This is an optimization exercise on Yosys and OpenROAD, whose aim is small area and a short achievable clock period, not a production implementation.
In this exercise RTL edits were held to simulation tests only and were not proved equivalent to the original.
Power figures rest on the tool's default switching activity, not on a simulated workload.

<file path="design/flow/config.mk">
export PLATFORM = sky130hd
export DESIGN_NAME = pifo_pop_collector_top
export DESIGN_NICKNAME = pifo_pop_collector_top
export VERILOG_FILES = /design/flow/design.v
export SDC_FILE = /design/flow/constraint.sdc
export NUM_CORES = 4
export LEC_CHECK = 0
export CAP_MARGIN = 20
export CORE_MARGIN = 2
export CORE_UTILIZATION = 40
export SLEW_MARGIN = 20
</file>
<file path="design/flow/constraint.sdc">
create_clock -name core_clock -period 7.0 [get_ports {i_clk}]
set_input_delay 1.4000 -clock core_clock [delete_from_list [all_inputs] [get_ports {i_clk}]]
set_output_delay 1.4000 -clock core_clock [all_outputs]
set_load 0.01 [all_outputs]
</file>
<file path="design/flow/design.v">
module pifo_pop_collector #(
  parameter int PTW      = 16,
  parameter int MTW      = 0,
  parameter int LEVEL    = 4,
  parameter int TREE_NUM = 4,
  parameter int DEPTH    = 16,
  parameter int CNTW     = 8,
  localparam int TREE_NUM_BITS = $clog2(TREE_NUM),
  localparam int DW            = MTW + PTW,
  localparam int AW            = $clog2(DEPTH)
) (
  input  logic                     i_clk,
  input  logic                     i_arst_n,
  input  logic [LEVEL-1:0]         i_pop_req,
  input  logic [LEVEL-1:0][TREE_NUM_BITS-1:0] i_pop_req_tree_id,
  input  logic [LEVEL-1:0]         i_is_level0_pop,
  input  logic [LEVEL-1:0][TREE_NUM_BITS-1:0] i_tree_id,
  input  logic [LEVEL-1:0][DW-1:0] i_pop_data,
  output logic                     o_valid,
  input  logic                     i_ready,
  output logic [TREE_NUM_BITS-1:0] o_tree_id,
  output logic [DW-1:0]            o_data,
  output logic                     o_empty_pop,
  output logic [AW:0]              o_count,
  output logic [TREE_NUM-1:0][CNTW-1:0] o_outstanding,
  output logic                     o_overflow,
  output logic                     o_unexpected,
  input  logic                     i_clr_err
);
  localparam int CMAX = (1 << CNTW) - 1;
  logic [TREE_NUM_BITS-1:0] r_mem_tid  [0:DEPTH-1];
  logic [DW-1:0]            r_mem_data [0:DEPTH-1];
  logic [AW-1:0]            r_wr_ptr;
  logic [AW-1:0]            r_rd_ptr;
  logic [AW:0]              r_count;
  logic [CNTW-1:0]          r_outstanding [0:TREE_NUM-1];
  logic                     r_overflow;
  logic                     r_unexpected;
  logic [AW:0]              w_free;
  logic [AW:0]              w_wr_cnt;
  logic [LEVEL-1:0]         w_wen;
  logic [AW-1:0]            w_waddr [0:LEVEL-1];
  logic                     w_drop;
  logic                     w_fire;
  logic signed [CNTW+1:0]   w_sum [0:TREE_NUM-1];
  logic [CNTW-1:0]          w_out_nxt [0:TREE_NUM-1];
  logic                     w_unexp;
  always_comb begin
    w_free   = (AW+1)'(DEPTH) - r_count;
    w_wr_cnt = '0;
    w_drop   = 1'b0;
    w_wen    = '0;
    for (int l = 0; l < LEVEL; l++) begin
      w_waddr[l] = r_wr_ptr + w_wr_cnt[AW-1:0];
      if (i_is_level0_pop[l]) begin
        if (w_wr_cnt < w_free) begin
          w_wen[l] = 1'b1;
          w_wr_cnt = w_wr_cnt + (AW+1)'(1);
        end else begin
          w_drop = 1'b1;
        end
      end
    end
  end
  always_comb begin
    w_unexp = 1'b0;
    for (int t = 0; t < TREE_NUM; t++) begin
      w_sum[t] = signed'({2'b00, r_outstanding[t]});
      for (int l = 0; l < LEVEL; l++) begin
        if (i_pop_req[l] && (i_pop_req_tree_id[l] == TREE_NUM_BITS'(t)))
          w_sum[t] = w_sum[t] + (CNTW+2)'(1);
        if (i_is_level0_pop[l] && (i_tree_id[l] == TREE_NUM_BITS'(t)))
          w_sum[t] = w_sum[t] - (CNTW+2)'(1);
      end
      if (w_sum[t] < 0) begin
        w_out_nxt[t] = '0;
        w_unexp      = 1'b1;
      end else if (w_sum[t] > CMAX) begin
        w_out_nxt[t] = '1;
      end else begin
        w_out_nxt[t] = w_sum[t][CNTW-1:0];
      end
    end
  end
  assign w_fire = o_valid & i_ready;
  always_ff @(posedge i_clk or negedge i_arst_n) begin
    if (!i_arst_n) begin
      r_wr_ptr     <= '0;
      r_rd_ptr     <= '0;
      r_count      <= '0;
      r_overflow   <= 1'b0;
      r_unexpected <= 1'b0;
      for (int d = 0; d < DEPTH; d++) begin
        r_mem_tid[d]  <= '0;
        r_mem_data[d] <= '0;
      end
      for (int t = 0; t < TREE_NUM; t++) r_outstanding[t] <= '0;
    end else begin
      for (int l = 0; l < LEVEL; l++) begin
        if (w_wen[l]) begin
          r_mem_tid[w_waddr[l]]  <= i_tree_id[l];
          r_mem_data[w_waddr[l]] <= i_pop_data[l];
        end
      end
      r_wr_ptr <= r_wr_ptr + w_wr_cnt[AW-1:0];
      if (w_fire) r_rd_ptr <= r_rd_ptr + AW'(1);
      r_count <= r_count + w_wr_cnt - (AW+1)'(w_fire);
      for (int t = 0; t < TREE_NUM; t++) r_outstanding[t] <= w_out_nxt[t];
      r_overflow   <= w_drop  | (r_overflow   & ~i_clr_err);
      r_unexpected <= w_unexp | (r_unexpected & ~i_clr_err);
    end
  end
  assign o_valid      = (r_count != '0);
  assign o_tree_id    = r_mem_tid[r_rd_ptr];
  assign o_data       = r_mem_data[r_rd_ptr];
  assign o_empty_pop  = &o_data;
  assign o_count      = r_count;
  assign o_overflow   = r_overflow;
  assign o_unexpected = r_unexpected;
  always_comb begin
    for (int t = 0; t < TREE_NUM; t++) o_outstanding[t] = r_outstanding[t];
  end
endmodule
module pifo_pop_collector_top (
  input  logic        i_clk,
  input  logic        i_arst_n,
  input  logic [3:0]  i_pop_req,
  input  logic [7:0]  i_pop_req_tree_id,
  input  logic [3:0]  i_is_level0_pop,
  input  logic [7:0]  i_tree_id,
  input  logic [63:0] i_pop_data,
  output logic        o_valid,
  input  logic        i_ready,
  output logic [1:0]  o_tree_id,
  output logic [15:0] o_data,
  output logic        o_empty_pop,
  output logic [4:0]  o_count,
  output logic [31:0] o_outstanding,
  output logic        o_overflow,
  output logic        o_unexpected,
  input  logic        i_clr_err
);
  logic [3:0][1:0]  w_req_tid;
  logic [3:0][1:0]  w_tid;
  logic [3:0][15:0] w_data;
  logic [3:0][7:0]  w_out;
  always_comb begin
    for (int l = 0; l < 4; l++) begin
      w_req_tid[l] = i_pop_req_tree_id[2*l +: 2];
      w_tid[l]     = i_tree_id[2*l +: 2];
      w_data[l]    = i_pop_data[16*l +: 16];
    end
    for (int t = 0; t < 4; t++) o_outstanding[8*t +: 8] = w_out[t];
  end
  pifo_pop_collector #(
    .PTW(16), .MTW(0), .LEVEL(4), .TREE_NUM(4), .DEPTH(16), .CNTW(8)
  ) u_core (
    .i_clk             (i_clk),
    .i_arst_n          (i_arst_n),
    .i_pop_req         (i_pop_req),
    .i_pop_req_tree_id (w_req_tid),
    .i_is_level0_pop   (i_is_level0_pop),
    .i_tree_id         (w_tid),
    .i_pop_data        (w_data),
    .o_valid           (o_valid),
    .i_ready           (i_ready),
    .o_tree_id         (o_tree_id),
    .o_data            (o_data),
    .o_empty_pop       (o_empty_pop),
    .o_count           (o_count),
    .o_outstanding     (w_out),
    .o_overflow        (o_overflow),
    .o_unexpected      (o_unexpected),
    .i_clr_err         (i_clr_err)
  );
endmodule
</file>
<file path="design/flow/run.sh">
#!/bin/bash
# synth_recipe.tcl (not shown) runs the flow's synth.tcl, then flattens the netlist and writes it again
# the make line also repeats each setting of config.mk as NAME=value (left out here)
make -C /OpenROAD-flow-scripts/flow DESIGN_CONFIG=/design/flow/config.mk WORK_HOME=/design/flow/orfs CLKGATE_MAP_FILE= SYNTH_SCRIPT=/design/flow/synth_recipe.tcl finish
</file>
==> flow_metrics.py, run 1 <==
metrics = {
    "placement": {
        "dp_hpwl_mm": 88.2,
        "gp_congestion": 0.907,
        "portBuffers": 150,
        "place_ws_ns": -0.515,
        "dp_cells": 5205,
    },
    "setup_path": {
        "setup.worst_path.end": "u_core.r_outstanding[3][4]",
        "r2r_end": "u_core.r_unexpected",
        "worst_r2r_path_depth": 25,
        "cp-start-kind": "primary input",
        "crit_fanout": 6,
        "crit_start": "i_tree_id[0]",
        "rrSetupSlack_ns": 1.11,
        "cp.arrival_ns": 6.96,
        "r2r_start": "u_core.r_outstanding[2][0]",
        "crit_path_end_kind": "flip-flop",
        "critPathKind": "in -> reg",
        "crit_required_ns": 7.49,
    },
    "synth": {
        "synthMuxAreaShare_pct": 20.6,
        "synth-compound-area-share_pct": 18.5,
        "async_flop_share_pct": 100,
        "synthAdderAreaFrac_pct": 2.63,
        "synth_area_leaders": "dfrtp_1 26%, mux2_2 10%, mux2i_1 10%",
        "ys_types": 116,
        "yosysMostFrequentCell": "nor2_1",
        "synthSimpleGateAreaFrac_pct": 19.7,
        "yosys_warnings": 8,
        "synth_area_leader_cell": "dfrtp_1",
        "synthTopCellsByCount": "458 x nor2_1, 411 x nand2_1, 352 x a21oi_1, 335 x dfrtp_1, 333 x mux2i_1",
        "synth_xor_area_share_pct": 7.84,
        "synth_nets": 4160,
        "synth_area_mm2": 0.0325,
        "ys_seq_area_share_pct": 25.8,
        "yosys.area.top_type_share_pct": 25.8,
        "synthFlopType": "dfrtp_1",
        "syn_avg_cell_area_um2": 8.11,
        "synth_top_family_by_area": "multiplexers",
        "ys_seq_elements": 335,
        "synth_edf_count": 0,
        "synthCells": 4003,
    },
    "pwr": {
        "p_leak_nw": 15.5,
        "power_density_mw_per_mm2": 474,
        "finalPower_mw": 18.3,
        "vdd_drop_max_v": 0.000298,
    },
    "global_routing": {
        "grt_pass1_vias": 30600,
        "overflow": 0,
        "antenna_found_initial": 20,
        "grtUsageTotal_pct": 32.3,
        "grt_pass1_wl_mm": 200,
        "grt_max_degree": 155,
    },
    "clocking": {
        "cts_root_buf": "clkbuf_16",
        "insertion_delay_ns": 0.64,
        "cts_made_buffers": 43,
        "clockBufferDepth": 3,
        "htreeDepth": 2,
        "clk_pin_slew_ns": 0.06,
        "cts_tree": "done",
        "postCtsHoldBufs": 0,
        "cts.sinks": 335,
    },
    "die": {
        "row_count": 104,
        "dieArea_mm2": 0.0835,
        "ioPinCount": 151,
        "die-height_um": 289,
        "die_w_um": 289,
        "core_area_mm2": 0.0804,
        "initial_core_util_pct": 40.4,
    },
    "timing": {
        "slew_headroom_pct": 17.1,
        "worstMarginPinSlew_ns": 1.24,
        "drv_slew": 0,
        "setup_violations": 0,
        "max_freq_mhz": 154,
        "hold_viol": 0,
        "holdWs_ns": 0.641,
        "rsz0062_at_grt": "no",
        "finalCriticalPeriod_ns": 6.47,
        "fin_crit_sh_pct": 92.5,
        "fin_ws_ns": 0.526,
        "fin_tns_setup_ns": 0,
        "skew_ns": 0.0425,
    },
    "layout": {
        "multi_input_area_mm2": 0.0230,
        "syn2layout_area_growth_pct": 19.2,
        "final_net_count": 4356,
        "fillers": 7833,
        "seq_area_mm2": 0.00838,
        "final_cells": 5302,
        "layout-drive-gt1-share_pct": 20.7,
    },
    "drt": {
        "wl_met1_mm": 52.3,
        "wl_met3_mm": 14.9,
        "drt_wl_total_mm": 138,
        "vias": 32500,
        "routed.top_layer": "met5",
        "first_pass_iters": 7,
        "detail-route-antenna-nets": 0,
        "drt_iter0_drc": 3795,
        "route.met2.wl_mm": 60.5,
        "drc": 0,
        "vias_per_cell": 6.12,
        "routedWlPerCell_um": 26.1,
    },
    "min_path": {
        "hold_start": "u_core.r_rd_ptr[0]",
        "hold_path.class": "reg -> reg",
    },
    "outcome": {
        "outcome": "timing/DRC/antenna clean",
    },
    "run": {
        "cap_violations": 0,
    },
}
## worst min path at each step
| stage | endpoint | slack, ns | depth (start not counted) |
|---|---|---|---|
| 2_1_floorplan | u_core.r_wr_ptr[0] | 0.56 | 1 |
| 3_3_place_gp | u_core.r_rd_ptr[3] | 0.61 | 2 |
| 3_5_place_dp | u_core.r_rd_ptr[3] | 0.63 | 2 |
| 4_1_cts | u_core.r_rd_ptr[3] | 0.64 | 2 |
| 5_1_grt | u_core.r_rd_ptr[0] | 0.69 | 2 |
| 6_report | u_core.r_rd_ptr[3] | 0.64 | 2 |
## metal layers
metal / global-route usage (%) / up-vias
met5: 0 / -
met4: 21.2 / 22
met3: 9.21 / 584
met2: 50.1 / 1765
met1: 39.0 / 15300
li1: - / 14800
## cell type report
| class | instances | share of cell area (%) |
|---|---|---|
| Antenna cell | 9 | 0.0582 |
| Clock buffer | 65 | 3.30 |
| Clock inverter | 14 | 0.475 |
| Inverter | 54 | 0.524 |
| Multi-Input combinational cell | 3262 | 59.4 |
| Sequential cell | 335 | 21.7 |
| Tap cell | 1060 | 3.43 |
| Timing Repair Buffer | 503 | 11.1 |
## where the power goes
part | internal [mW] | switching (mW)
registers | 2.96 | 0.832
logic | 5.51 | 6.69
clock network | 1.35 | 0.997
total | 9.82 | 8.52
## registers in the layout, indices dropped and copies added (netlist names)
signal and flops:
u_core.r_wr_ptr 4, u_core.r_rd_ptr 4, u_core.r_overflow 1, u_core.r_count 5
u_core.r_outstanding 32, u_core.r_mem_tid 32, u_core.r_mem_data 256, u_core.r_unexpected 1
## what timing repair did
action,4_1_cts,5_1_grt
endpoints found under the setup margin,0,24
buffers inserted,0,5
resized for setup,0,18
## cells in the final DEF (no fill, tap or decap), types with 24 or more instances in the layout
cell / synthesis / final
nor2_1: 458 / 424
nand2_1: 411 / 411
a21oi_1: 352 / 351
buf_4: 2 / 342
dfrtp_1: 335 / 335
mux2i_1: 333 / 330
o21ai_0: 330 / 328
mux2_2: 298 / 298
clkdlybuf4s50_1: 0 / 146
xnor2_1: 142 / 140
xor2_1: 74 / 74
nand3_1: 65 / 63
nor3_1: 77 / 61
ha_1: 61 / 61
inv_1: 53 / 53
and3_1: 51 / 50
clkbuf_16: 0 / 43
a22o_1: 40 / 40
a22oi_1: 39 / 39
a221oi_1: 37 / 37
nor2_4: 0 / 33
nand4_1: 31 / 31
and2_1: 26 / 24
## critical path, stage by stage
cell             delay [ns]
clkdlybuf4s50_1        0.62
and3_1                 0.38
xnor3_1                0.22
inv_1                  0.06
ha_1                   0.27
nand2_1                0.05
o21ai_1                0.12
inv_1                  0.06
ha_1                   0.29
nand2_1                0.07
o21a_1                 0.12
ha_1                   0.26
mux2_2                 0.26
o31ai_1                0.09
ha_1                   0.30
mux2i_1                0.19
ha_1                   0.18
nand4_1                0.12
nor2_1                 0.13
nand2_1                0.07
or3_1                  0.33
nand2b_1               0.16
or4b_1                 0.53
xnor2_2                0.19
buf_4                  0.15
nor3_1                 0.27
nor2_1                 0.07
## logic make-up (layout without fill, tap and decap cells)
group,after synthesis,in the layout
and+or+nand+nor,1328,1328
DFF,335,335
other,0,9
buffers and inverters,406,636
muxes,632,632
xor gates and xnor gates,249,249
adders and majority gates,66,66
AOI/OAI and AO/OA,987,987
## stage by stage
stage          util (%)  cell area [um2]
6_report           48.1            38700
5_1_grt            48.1            38700
4_1_cts            47.9            38500
3_5_place_dp       46.0            37000
3_3_place_gp       46.0            37000
2_1_floorplan         -            32500
==> inputs of run 2 (changes only) <==
--- a/design/flow/design.v
+++ b/design/flow/design.v
@@ -28,38 +28,66 @@
   input  logic                     i_clr_err
 );
   localparam int CMAX = (1 << CNTW) - 1;
-  logic [TREE_NUM_BITS-1:0] r_mem_tid  [0:DEPTH-1];
-  logic [DW-1:0]            r_mem_data [0:DEPTH-1];
-  logic [AW-1:0]            r_wr_ptr;
+  localparam int EW   = TREE_NUM_BITS + DW;
+  localparam int BW   = $clog2(LEVEL);    
+  localparam int RW   = $clog2(LEVEL+1);  
+  logic [EW-1:0]            r_mem [0:DEPTH-1];
   logic [AW-1:0]            r_rd_ptr;
   logic [AW:0]              r_count;
   logic [CNTW-1:0]          r_outstanding [0:TREE_NUM-1];
   logic                     r_overflow;
   logic                     r_unexpected;
-  logic [AW:0]              w_free;
-  logic [AW:0]              w_wr_cnt;
-  logic [LEVEL-1:0]         w_wen;
-  logic [AW-1:0]            w_waddr [0:LEVEL-1];
+  logic [AW-1:0]            w_wr_ptr;
+  logic [RW-1:0]            w_rank [0:LEVEL-1];
+  logic [RW-1:0]            w_npop;
+  logic [LEVEL:1]           w_pop_ge;    
+  logic [LEVEL:1]           w_room_ge;   
+  logic [LEVEL:1]           w_acc_ge;    
+  logic [RW-1:0]            w_nacc;
   logic                     w_drop;
+  logic [EW-1:0]            w_bank_d [0:LEVEL-1];
+  logic [DEPTH-1:0]         w_wen;
   logic                     w_fire;
   logic signed [CNTW+1:0]   w_sum [0:TREE_NUM-1];
   logic [CNTW-1:0]          w_out_nxt [0:TREE_NUM-1];
   logic                     w_unexp;
+  assign w_wr_ptr = r_rd_ptr + r_count[AW-1:0];
   always_comb begin
-    w_free   = (AW+1)'(DEPTH) - r_count;
-    w_wr_cnt = '0;
-    w_drop   = 1'b0;
-    w_wen    = '0;
+    logic [RW-1:0] acc;
+    acc = '0;
     for (int l = 0; l < LEVEL; l++) begin
-      w_waddr[l] = r_wr_ptr + w_wr_cnt[AW-1:0];
-      if (i_is_level0_pop[l]) begin
-        if (w_wr_cnt < w_free) begin
-          w_wen[l] = 1'b1;
-          w_wr_cnt = w_wr_cnt + (AW+1)'(1);
-        end else begin
-          w_drop = 1'b1;
-        end
+      w_rank[l] = acc;
+      acc = acc + RW'(i_is_level0_pop[l]);
+    end
+    w_npop = acc;
+  end
+  always_comb begin
+    w_nacc = '0;
+    w_drop = 1'b0;
+    for (int k = 1; k <= LEVEL; k++) begin
+      w_pop_ge[k]  = (w_npop >= RW'(k));
+      w_room_ge[k] = (r_count <= (AW+1)'(DEPTH - k));
+      w_acc_ge[k]  = w_pop_ge[k] & w_room_ge[k];
+      w_nacc       = w_nacc + RW'(w_acc_ge[k]);
+      w_drop       = w_drop | (w_pop_ge[k] & ~w_room_ge[k]);
+    end
+  end
+  always_comb begin
+    for (int b = 0; b < LEVEL; b++) begin
+      w_bank_d[b] = '0;
+      for (int l = 0; l < LEVEL; l++) begin
+        if (i_is_level0_pop[l] && (BW'(w_wr_ptr[BW-1:0] + w_rank[l][BW-1:0]) == BW'(b)))
+          w_bank_d[b] = w_bank_d[b] | {i_tree_id[l], i_pop_data[l]};
       end
+    end
+  end
+  always_comb begin
+    logic [AW-1:0] off;
+    for (int e = 0; e < DEPTH; e++) begin
+      off = AW'(e) - w_wr_ptr;
+      w_wen[e] = 1'b0;
+      for (int k = 0; k < LEVEL; k++)
+        if (off == AW'(k)) w_wen[e] = w_acc_ge[k+1];
     end
   end
   always_comb begin
@@ -83,36 +111,27 @@
     end
   end
   assign w_fire = o_valid & i_ready;
+  always_ff @(posedge i_clk) begin
+    for (int e = 0; e < DEPTH; e++)
+      if (w_wen[e]) r_mem[e] <= w_bank_d[e % LEVEL];
+  end
   always_ff @(posedge i_clk or negedge i_arst_n) begin
     if (!i_arst_n) begin
-      r_wr_ptr     <= '0;
       r_rd_ptr     <= '0;
       r_count      <= '0;
       r_overflow   <= 1'b0;
       r_unexpected <= 1'b0;
-      for (int d = 0; d < DEPTH; d++) begin
-        r_mem_tid[d]  <= '0;
-        r_mem_data[d] <= '0;
-      end
       for (int t = 0; t < TREE_NUM; t++) r_outstanding[t] <= '0;
     end else begin
-      for (int l = 0; l < LEVEL; l++) begin
-        if (w_wen[l]) begin
-          r_mem_tid[w_waddr[l]]  <= i_tree_id[l];
-          r_mem_data[w_waddr[l]] <= i_pop_data[l];
-        end
-      end
-      r_wr_ptr <= r_wr_ptr + w_wr_cnt[AW-1:0];
       if (w_fire) r_rd_ptr <= r_rd_ptr + AW'(1);
-      r_count <= r_count + w_wr_cnt - (AW+1)'(w_fire);
+      r_count <= r_count + (AW+1)'(w_nacc) - (AW+1)'(w_fire);
       for (int t = 0; t < TREE_NUM; t++) r_outstanding[t] <= w_out_nxt[t];
       r_overflow   <= w_drop  | (r_overflow   & ~i_clr_err);
       r_unexpected <= w_unexp | (r_unexpected & ~i_clr_err);
     end
   end
   assign o_valid      = (r_count != '0);
-  assign o_tree_id    = r_mem_tid[r_rd_ptr];
-  assign o_data       = r_mem_data[r_rd_ptr];
+  assign {o_tree_id, o_data} = r_mem[r_rd_ptr];
   assign o_empty_pop  = &o_data;
   assign o_count      = r_count;
   assign o_overflow   = r_overflow;
==> run 2 against run 1 <==
Still clean. Critical path depth decreased by 3. Core utilization increased by 2.2 points. Total power is 5.3% lower. Clock power is 14% lower. Critical path type unchanged. Largest cell class unchanged. Highest routed layer is now met4.
==> flow_metrics.py, run 2 <==
metrics = {
    "global_routing": {
        "grt_pass1_wl_mm": 122,
        "antenna_found_initial": 1,
        "grt_pass1_vias": 20500,
        "overflow": 0,
        "grt_max_degree": 44,
        "grtUsageTotal_pct": 27.1,
    },
    "clocking": {
        "htreeDepth": 2,
        "cts.sinks": 331,
        "cts_root_buf": "clkbuf_16",
        "cts_tree": "done",
        "insertion_delay_ns": 0.56,
        "cts_made_buffers": 38,
        "clockBufferDepth": 3,
        "clk_pin_slew_ns": 0.06,
        "postCtsHoldBufs": 0,
    },
    "layout": {
        "final_cells": 3367,
        "top_register": "u_core.r_mem",
        "syn2layout_area_growth_pct": 24.5,
        "reg.largest.list": "u_core.r_mem x288, u_core.r_outstanding x32, u_core.r_count x5",
        "final_area_mm2": 0.0284,
        "layout-drive-gt1-share_pct": 18.4,
        "largest_register_ffs": 288,
        "final_cell_mix": "300 x buf_4, 288 x edfxtp_1, 256 x nand2_1",
        "final_common_cell": "buf_4",
        "final_net_count": 2739,
    },
    "setup_path": {
        "path_buf_inv": 2,
        "crit_slowest_cell": "clkdlybuf4s50_1",
        "crit_path_end_kind": "flip-flop",
        "cp.arrival_ns": 7.12,
        "cpPeakStageDelay_ns": 0.47,
        "cp-start-kind": "primary input",
        "crit_fanout": 6,
        "crit_required_ns": 7.43,
        "path_common_cell": "ha_1",
        "critPathKind": "in -> reg",
        "cp_top_family": "simple AND/OR/NAND/NOR gates",
        "path_cells": "clkdlybuf4s50_1 -> buf_4 -> or3b_1 -> a21oi_1 -> ha_1 -> a21oi_1 -> ha_1 -> a2bb2oi_2 -> ha_1 -> mux2i_2 -> ha_1 -> mux2i_1 -> ha_1 -> nand2_1 -> a21oi_1 -> a32oi_1 -> xnor2_1 -> and3b_1 -> nor3b_2 -> xnor2_1 -> and4_1 -> a32o_1 -> a21oi_1 -> or4b_1",
    },
    "synth": {
        "syn_avg_cell_area_um2": 10.3,
        "async_flop_share_pct": 13.0,
        "synth_edf_count": 288,
        "ys_seq_area_share_pct": 42.7,
        "synth-compound-area-share_pct": 18.0,
        "ys_types": 114,
        "synth_area_mm2": 0.0228,
        "ys_seq_elements": 331,
        "synthMuxAreaShare_pct": 2.79,
        "synthTopCellsByCount": "288 x edfxtp_1, 256 x nand2_1, 142 x xnor2_1, 140 x nor2_1, 95 x clkbuf_1",
        "yosys.area.top_type_share_pct": 37.9,
        "yosys_warnings": 8,
        "synthFlopType": "edfxtp_1",
        "synth_nets": 2376,
        "yosysMostFrequentCell": "edfxtp_1",
        "synth_xor_area_share_pct": 10.2,
        "synthSimpleGateAreaFrac_pct": 19.3,
        "synth_area_leader_cell": "edfxtp_1",
        "synthAdderAreaFrac_pct": 3.73,
        "synth_top_family_by_area": "simple AND/OR/NAND/NOR gates",
        "synth_area_leaders": "edfxtp_1 38%, xnor2_1 5.5%, dfrtp_1 4.7%",
        "synthCells": 2219,
    },
    "drt": {
        "drc": 0,
        "vias": 20400,
        "first_pass_iters": 10,
        "drt_iter0_drc": 2084,
        "detail-route-antenna-nets": 0,
        "routedWlPerCell_um": 24.4,
        "drt_wl_total_mm": 82.2,
        "vias_per_cell": 6.05,
    },
    "timing": {
        "skew_ns": 0.0117,
        "max_freq_mhz": 150,
        "hold_viol": 0,
        "fin_ws_ns": 0.311,
        "holdWs_ns": 0.530,
        "worstMarginPinSlew_ns": 1.21,
        "fin_tns_setup_ns": 0,
        "setup_violations": 0,
        "fin_crit_sh_pct": 95.6,
        "slew_headroom_pct": 19.5,
        "drv_slew": 0,
        "finalCriticalPeriod_ns": 6.69,
    },
    "placement": {
        "dp_cells": 3294,
        "place_ws_ns": -0.349,
        "gp_congestion": 0.890,
        "portBuffers": 150,
        "dp_hpwl_mm": 57.2,
        "placedInstanceArea_mm2": 0.0270,
    },
    "pwr": {
        "p_leak_nw": 10.8,
        "power_density_mw_per_mm2": 612,
        "vdd_drop_max_v": 0.000687,
    },
    "die": {
        "die-height_um": 243,
        "row_count": 87,
        "core_area_mm2": 0.0564,
        "initial_core_util_pct": 40.4,
        "die_w_um": 243,
        "ioPinCount": 151,
        "dieArea_mm2": 0.0589,
    },
    "run": {
        "cap_violations": 0,
    },
    "min_path": {
        "hold_path.class": "reg -> reg",
    },
    "outcome": {
        "outcome": "timing/DRC/antenna clean",
    },
}
run 2: cell types whose count changed after synthesis, sizes merged, moves of 155 or more:
cell and delta:
mux2 -280, nor2 -318, mux2i -291, dfrtp -292
edfxtp +288, clkbuf -208, a21oi -283, nand2 -155
o21ai -287
run 2: path summary, 6_finish.rpt:
| kind | start | slack (ns) | endpoint | cells past startpoint |
|---|---|---|---|---|
| max | i_pop_req_tree_id[1] | 0.31 | u_core.r_unexpected | 24 |
| min | u_core.r_overflow | 0.53 | u_core.r_overflow | 2 |
| max reg2reg | u_core.r_outstanding[3][0] | 0.86 | u_core.r_outstanding[3][1] | 26 |
| min reg2reg | u_core.r_overflow | 0.53 | u_core.r_overflow | 2 |
| max in group asynchronous | i_arst_n | 5.56 | u_core.r_outstanding[3][7] | 2 |
| min in group asynchronous | i_arst_n | 0.98 | u_core.r_count[4] | 2 |
run 2: logic make-up after synthesis:
group	Yosys count
adders and majority gates	65
DFF	331
and+or+nand+nor	832
AOI/OAI and AO/OA	509
xor gates and xnor gates	230
buffers and inverters	191
muxes	61
run 2: power breakdown:
group	internal [mW]	leakage [nW]	switching, mW
Combinational	3.98	7.00	6.56
Clock	1.19	0.601	0.832
Sequential	4.21	3.17	0.607
run 2: area by class of cell:
class | count | area [um2]
Fill cell | 5207 | 28000
Multi-Input combinational cell | 1697 | 12500
Sequential cell | 331 | 9720
Timing Repair Buffer | 451 | 3770
Clock buffer | 47 | 1020
Tap cell | 756 | 946
Inverter | 63 | 236
Clock inverter | 21 | 234
Antenna cell | 1 | 2.50
run 2: routing by layer:
| layer | wire [um] | global-route usage [%] | share of wire [%] |
|---|---|---|---|
| met5 | 0 | 0 | 0 |
| met4 | 3450 | 11.3 | 4.2 |
| met3 | 7420 | 5.74 | 9.0 |
| met1 | 30200 | 31.1 | 37 |
| met2 | 41100 | 48.9 | 50 |
run 2: tightest hold or removal path: stages, from the launching register on:
cell and delay [ns]:
dfrtp_1 0.36, nand2_1 0.05, nand3_1 0.08
run 2: what timing repair did:
action                                  4_1_cts  5_1_grt
endpoints found under the setup margin        0       21
endpoints found under the hold margin         0        0
setup buffers                                 0        4
gates resized for setup                       0       18
run 2: per-stage QoR:
step	util, %	total power, mW
after floorplan	-	10.5
after global placement	47.9	14.8
after detailed placement	47.9	15.1
after CTS	50.1	17.1
after global routing	50.3	18.2
final	50.3	17.4

-- what the ideal ports hide --
The flow's constraints put no driver on any port. The routed layouts listed below were extracted and timed again, unchanged, in two steps.
Step 1, drivers: a clkbuf_16 drives i_clk and a buf_2 each remaining input, both assumed.
Step 2, shift: input delay + t, output delay - t, t = (earliest + latest rising clock arrival at the registers) / 2. This alone moves slack from input paths to output paths.
Slacks: ideal ports / drivers / drivers and shift; pairs: ideal ports / drivers.
| run | t, ns | setup WS [ns] | worst hold slack (ns) | worst setup path after step 2 | latest minus earliest clock arrival (ns) |
|---|---|---|---|---|---|
| run 1 | 0.685 | 0.526 / 0.475 / -0.126 | 0.641 / 0.641 / 0.641 | input to register | 0.050 / 0.050 |
| run 2 | 0.612 | 0.311 / 0.347 / -0.265 | 0.530 / 0.530 / 0.530 | input to register | 0.018 / 0.018 |
With both steps, setup timing fails in run 1 and run 2, where it was met with ideal ports. For run 1, which loses most, drivers alone change the setup slack by -0.051 ns; drivers and shift together by -0.652 ns.
